What follows belongs to an exercise in optimizing a design on an open flow for small area; a production flow would make more cautious choices.
Function was checked by simulation only, so behaviour that the tests miss may differ from the original.
Power is estimated from default activity; no workload was simulated.

### flow/config.mk
export PLATFORM = sky130hd
export DESIGN_NAME = regfile_scoreboard
export DESIGN_NICKNAME = regfile_scoreboard
export VERILOG_FILES = /design/flow/design.v
export SDC_FILE = /design/flow/constraint.sdc
export NUM_CORES = 8
export LEC_CHECK = 0
export CAP_MARGIN = 20
export CORE_MARGIN = 2
export CORE_UTILIZATION = 40
export SLEW_MARGIN = 20
### flow/constraint.sdc
create_clock -name core_clock -period 8.0 [get_ports {Clk}]
set_input_delay 1.6000 -clock core_clock [delete_from_list [all_inputs] [get_ports {Clk}]]
set_output_delay 1.6000 -clock core_clock [all_outputs]
set_load 0.01 [all_outputs]
### flow/design.v
module regfile_scoreboard #(
  parameter int WIDTH     = 32,
  parameter int ADDR_BITS = 5,
  parameter int ZERO_REG  = 1,
  parameter int BYPASS    = 1
) (
  input  logic                 Clk,
  input  logic                 Reset,
  input  logic [ADDR_BITS-1:0] RA,
  input  logic [ADDR_BITS-1:0] RB,
  output logic [WIDTH-1:0]     BusA,
  output logic [WIDTH-1:0]     BusB,
  output logic                 BusyA,
  output logic                 BusyB,
  input  logic [ADDR_BITS-1:0] RW,
  input  logic [WIDTH-1:0]     BusW,
  input  logic                 RegWr,
  input  logic [ADDR_BITS-1:0] IssueRd,
  input  logic                 IssueEn
);
  localparam int DEPTH = 2 ** ADDR_BITS;
  logic [WIDTH-1:0] regs_q [DEPTH];
  logic [WIDTH-1:0] regs_d [DEPTH];
  logic [DEPTH-1:0] busy_q;
  logic [DEPTH-1:0] busy_d;
  function automatic logic is_zero_reg(input logic [ADDR_BITS-1:0] addr);
    is_zero_reg = (ZERO_REG != 0) && (addr == '0);
  endfunction
  logic wr_eff;
  logic set_eff;
  assign wr_eff  = RegWr && !is_zero_reg(RW);
  assign set_eff = IssueEn && !is_zero_reg(IssueRd);
  always_comb begin
    for (int i = 0; i < DEPTH; i++) begin
      regs_d[i] = regs_q[i];
    end
    busy_d = busy_q;
    if (wr_eff) begin
      regs_d[RW] = BusW;
      busy_d[RW] = 1'b0;
    end
    if (set_eff) begin
      busy_d[IssueRd] = 1'b1;
    end
  end
  always_ff @(posedge Clk) begin
    if (Reset) begin
      for (int i = 0; i < DEPTH; i++) begin
        regs_q[i] <= '0;
      end
      busy_q <= '0;
    end else begin
      for (int i = 0; i < DEPTH; i++) begin
        regs_q[i] <= regs_d[i];
      end
      busy_q <= busy_d;
    end
  end
  logic             hit_a;
  logic [WIDTH-1:0] bus_a;
  logic             busy_a;
  always_comb begin
    hit_a = wr_eff && (RW == RA);
    if (is_zero_reg(RA)) begin
      bus_a = '0;
    end else if ((BYPASS != 0) && hit_a) begin
      bus_a = BusW;
    end else begin
      bus_a = regs_q[RA];
    end
    busy_a = busy_q[RA] && !((BYPASS != 0) && hit_a);
  end
  logic             hit_b;
  logic [WIDTH-1:0] bus_b;
  logic             busy_b;
  always_comb begin
    hit_b = wr_eff && (RW == RB);
    if (is_zero_reg(RB)) begin
      bus_b = '0;
    end else if ((BYPASS != 0) && hit_b) begin
      bus_b = BusW;
    end else begin
      bus_b = regs_q[RB];
    end
    busy_b = busy_q[RB] && !((BYPASS != 0) && hit_b);
  end
  assign BusA  = bus_a;
  assign BusB  = bus_b;
  assign BusyA = busy_a;
  assign BusyB = busy_b;
endmodule
### flow/run.sh
#!/bin/bash
# synth_recipe.tcl (not shown) runs the flow's synth.tcl, then flattens the netlist and writes it again
# the make line also repeats each setting of config.mk as NAME=value (left out here)
make -C /OpenROAD-flow-scripts/flow DESIGN_CONFIG=/design/flow/config.mk WORK_HOME=/design/flow/orfs CLKGATE_MAP_FILE= SYNTH_SCRIPT=/design/flow/synth_recipe.tcl finish
==> summary.txt <==
Seq pwr share=41.2%; Async S/R FF share, synth=0%; CTS tree=done; Die Y=~360 um; CP Max Fanout=28; CTS Buf Count=112; DRC=0; Worst Path Arrival=5.92 ns; EDFF count, synth=0; first-pass GRT wire length=447.1 mm; RSZ-0062 raised after global routing=no; Tcrit/Tclk final=94.06%; Post-Synth Adder-Cell Area=0.2410%; largest family of logic cells by synthesized area=simple AND/OR/NAND/NOR gates; detailed-route via count=62,360; Final Power=roughly 0.014 W; met1 WL=117.8 mm; Starting Density=40.20%; initial antenna violation count=43; Comb pwr share=17.5%; Die ar.=between 0.1 and 0.15 mm2; vias per inst=7.381; largest net degree at the start of global routing=212; setup_tns=0 ns; worst path required time=6.40 ns; HP Class=reg2reg; Core ar.=about 0.13 mm2; layout cell share with drive strength beyond 1=10.44%; final net count=6,621; Synth Area in Compound Gates=21.56%; outcome=complete, no violations; metal3 WL=59.02 mm; Leakage=23.12 nW; Remaining Overflow, GRT=0; mux cell area share after synthesis=7.910%; syn_area_per_cell=7.718 um2; sequential-to-total area share from yosys stat=about two fifths; share of the synthesized area in the top cell type=39.49%; Slew HR=7.348%; Switching Share=between 30% and 40%; Hold Buf Count CTS=0; clk latency of the worst-skew pair=0.73 ns; synth unique cells=87; count leader, synth=nand2_1; Synth area leader=dfxtp_1; total wire length=335.2 mm; vias in the first global route=54,370; post-CTS resize count=0; Net Switching=0.004587 W; critical path class=in2out; Int Power=0.009411 W; GRT Resource Usage Total=between 40% and 50%; flops & latches, synth=1,024; pre-CTS setup slack=0.9652 ns; PD cells=233.2 mW/mm2; largest cells by area after synthesis=dfxtp_1 39%, nand2_1 11%, a22oi_1 8.5%; CP Capture Type=output port; final worst setup slack=0.4755 ns; Routed WL per cell=39.67 um; final slew viol count=0; synthesized cell area=0.05191 mm2; first drt pass iteration count=14; peak supply drop=0.1722 mV; Post-Synth XOR/XNOR Area=0.3037%; antenna viol nets, final=0; clk sinks=1,024; met2 wire len=around 120 mm; Slew @ Worst Pin=1.387 ns; max cap viols=0; row cnt=132; final hold viol count=0; I/O pin count=122; Util after Layout=46.47%; worst clock skew=0 ns; DR top layer=met5; Filler cells=12,750; Max Fclk=0.1329 GHz; top_reg_cell synth=dfxtp_1; critical path startpoint category=input pin; post-DP HPWL=around 200 mm; CTS root buf=clkbuf_16; DR iter-0 viols=15,650; H-tree levels=3; Routability Congestion=approximately 1.0; CTS max path bufs=3; Post-synth top cells=1,472 x nand2_1, 1,024 x dfxtp_1, 723 x a21oi_1, 588 x a22oi_1, 541 x clkbuf_1; Die Width=around 360 um; post-layout min period=7.524 ns; Layout Area Growth over Synthesis=15.61%; YS warnings=3; # Post-CTS Setup Buffers=0; Mapped Cells=6,726; clock power share=about two fifths; setup violators final=0; simple-gate share of the synthesized area=24.84%; Syn Nets=6,792; Worst-path clk slew=0.06 ns; port bufs=121
-- cell families (layout without fill, tap and decap cells) --
logic type / Yosys count / after routing
AND/OR/NAND/NOR: 2826 / 2826
AO/OA/AOI/OAI: 1743 / 1743
flip-flops: 1024 / 1024
buffers and inverters: 720 / 643
multiplexers: 385 / 385
XOR/XNOR: 18 / 18
adder cells (fa/ha/maj): 10 / 10
other: 0 / 58
-- registers in the layout, indices dropped and copies added (netlist names) --
register  count
regs_q      992
busy_q       32
-- stage by stage --
| stage | cells | hold WS [ns] | cell area (um2) |
|---|---|---|---|
| 2_1_floorplan | 6726 | 0.4363 | 51910 |
| 3_3_place_gp | 8175 | 0.4483 | 55730 |
| 3_5_place_dp | 8179 | 0.4552 | 55790 |
| 4_1_cts | 8387 | 0.4634 | 59770 |
| 5_1_grt | 8397 | 0.4841 | 59880 |
| 6_report | 8449 | 0.4658 | 60020 |
-- layer usage --
metal	up-vias	track usage, %
li1	23730	-
met4	34	37.60
met1	29160	59.43
met2	7042	62.66
met3	2397	24.57
met5	-	0.5084
-- critical path, cell delays in order --
cell and delay (ns):
buf_2 0.60, nand3_1 0.62, nor2_4 1.05, buf_4 0.38, a22oi_1 0.11, nand4_1 0.11, nor3_1 0.09, o21ai_0 0.63
clkdlybuf4s50_1 0.67
-- cell usage in the layout (no fill, tap or decap), drive strengths merged, types with 10 or more instances in the layout --
| master | instances |
|---|---|
| nor3 | 29 |
| a221oi | 24 |
| diode | 58 |
| o21ai | 165 |
| clkinv | 25 |
| a22oi | 588 |
| a211oi | 10 |
| and2 | 10 |
| or4 | 13 |
| nand4 | 121 |
| clkbuf | 154 |
| or2 | 13 |
| nor2b | 20 |
| ha | 10 |
| buf | 311 |
| bufinv | 17 |
| inv | 22 |
| mux4 | 20 |
| and3 | 393 |
| dfxtp | 1024 |
| nand2 | 1472 |
| nand3b | 13 |
| mux2i | 363 |
| nor4 | 60 |
| a2111oi | 123 |
| clkdlybuf4s50 | 105 |
| nand3 | 132 |
| nor2 | 465 |
| nor3b | 17 |
| a31oi | 10 |
| nand2b | 21 |
| a32oi | 15 |
| or3b | 13 |
| xnor2 | 10 |
| a21oi | 724 |
-- power by group through the flow --
stage	Clock (W)	Sequential, W	Combinational (W)
2_1_floorplan	0	0.00570	0.00117
3_3_place_gp	0	0.00584	0.00222
3_5_place_dp	0	0.00584	0.00225
4_1_cts	0.00572	0.00573	0.00225
5_1_grt	0.00591	0.00577	0.00241
6_report	0.00578	0.00576	0.00246
-- final timing paths --
check | cells after the start | endpoint | slack [ns] | start
setup reg to reg | 2 | regs_q[31][1] | 7.17 | regs_q[31][1]
hold / removal | 2 | regs_q[17][3] | 0.47 | regs_q[17][3]
setup / recovery | 9 | BusB[24] | 0.48 | RB[1]
hold reg to reg | 2 | regs_q[17][3] | 0.47 | regs_q[17][3]
-- area by class of cell --
type	count	area [um2]	area share [%]
Sequential cell	1024	20500	34.16
Clock buffer	154	3213	5.354
Tap cell	1742	2180	3.632
Multi-Input combinational cell	4982	29390	48.97
Antenna cell	58	145.1	0.2418
Timing Repair Buffer	416	3744	6.238
Clock inverter	54	770.7	1.284
Inverter	19	71.32	0.1188

[port drivers added, routing unchanged]
No port has a modelled driver above. Below, the same layout with a new extraction and two added sets of constraints.
Step 1 assumes that a clkbuf_16 drives the clock port and a buf_2 every other input.
Step 2 adds t to the input delays and takes it off the output delays; t is the mean of the earliest and latest rising clock arrival at the registers after step 1. Input paths then give back, and output paths get back, about the clock's delay inside the block.
Slacks: ideal ports / drivers / drivers and shift; pairs: ideal ports / drivers.
t, ns: 0.826
setup slack, ns: 0.476 / 0.447 / 0.447
worst register clock-pin slew, ns: 0.07 / 0.07
worst data-port slew with drivers (ns): 0.12
After both steps setup and hold are still met in this run. For this run, drivers alone change the setup slack by -0.029 ns; drivers and shift together by -0.029 ns.
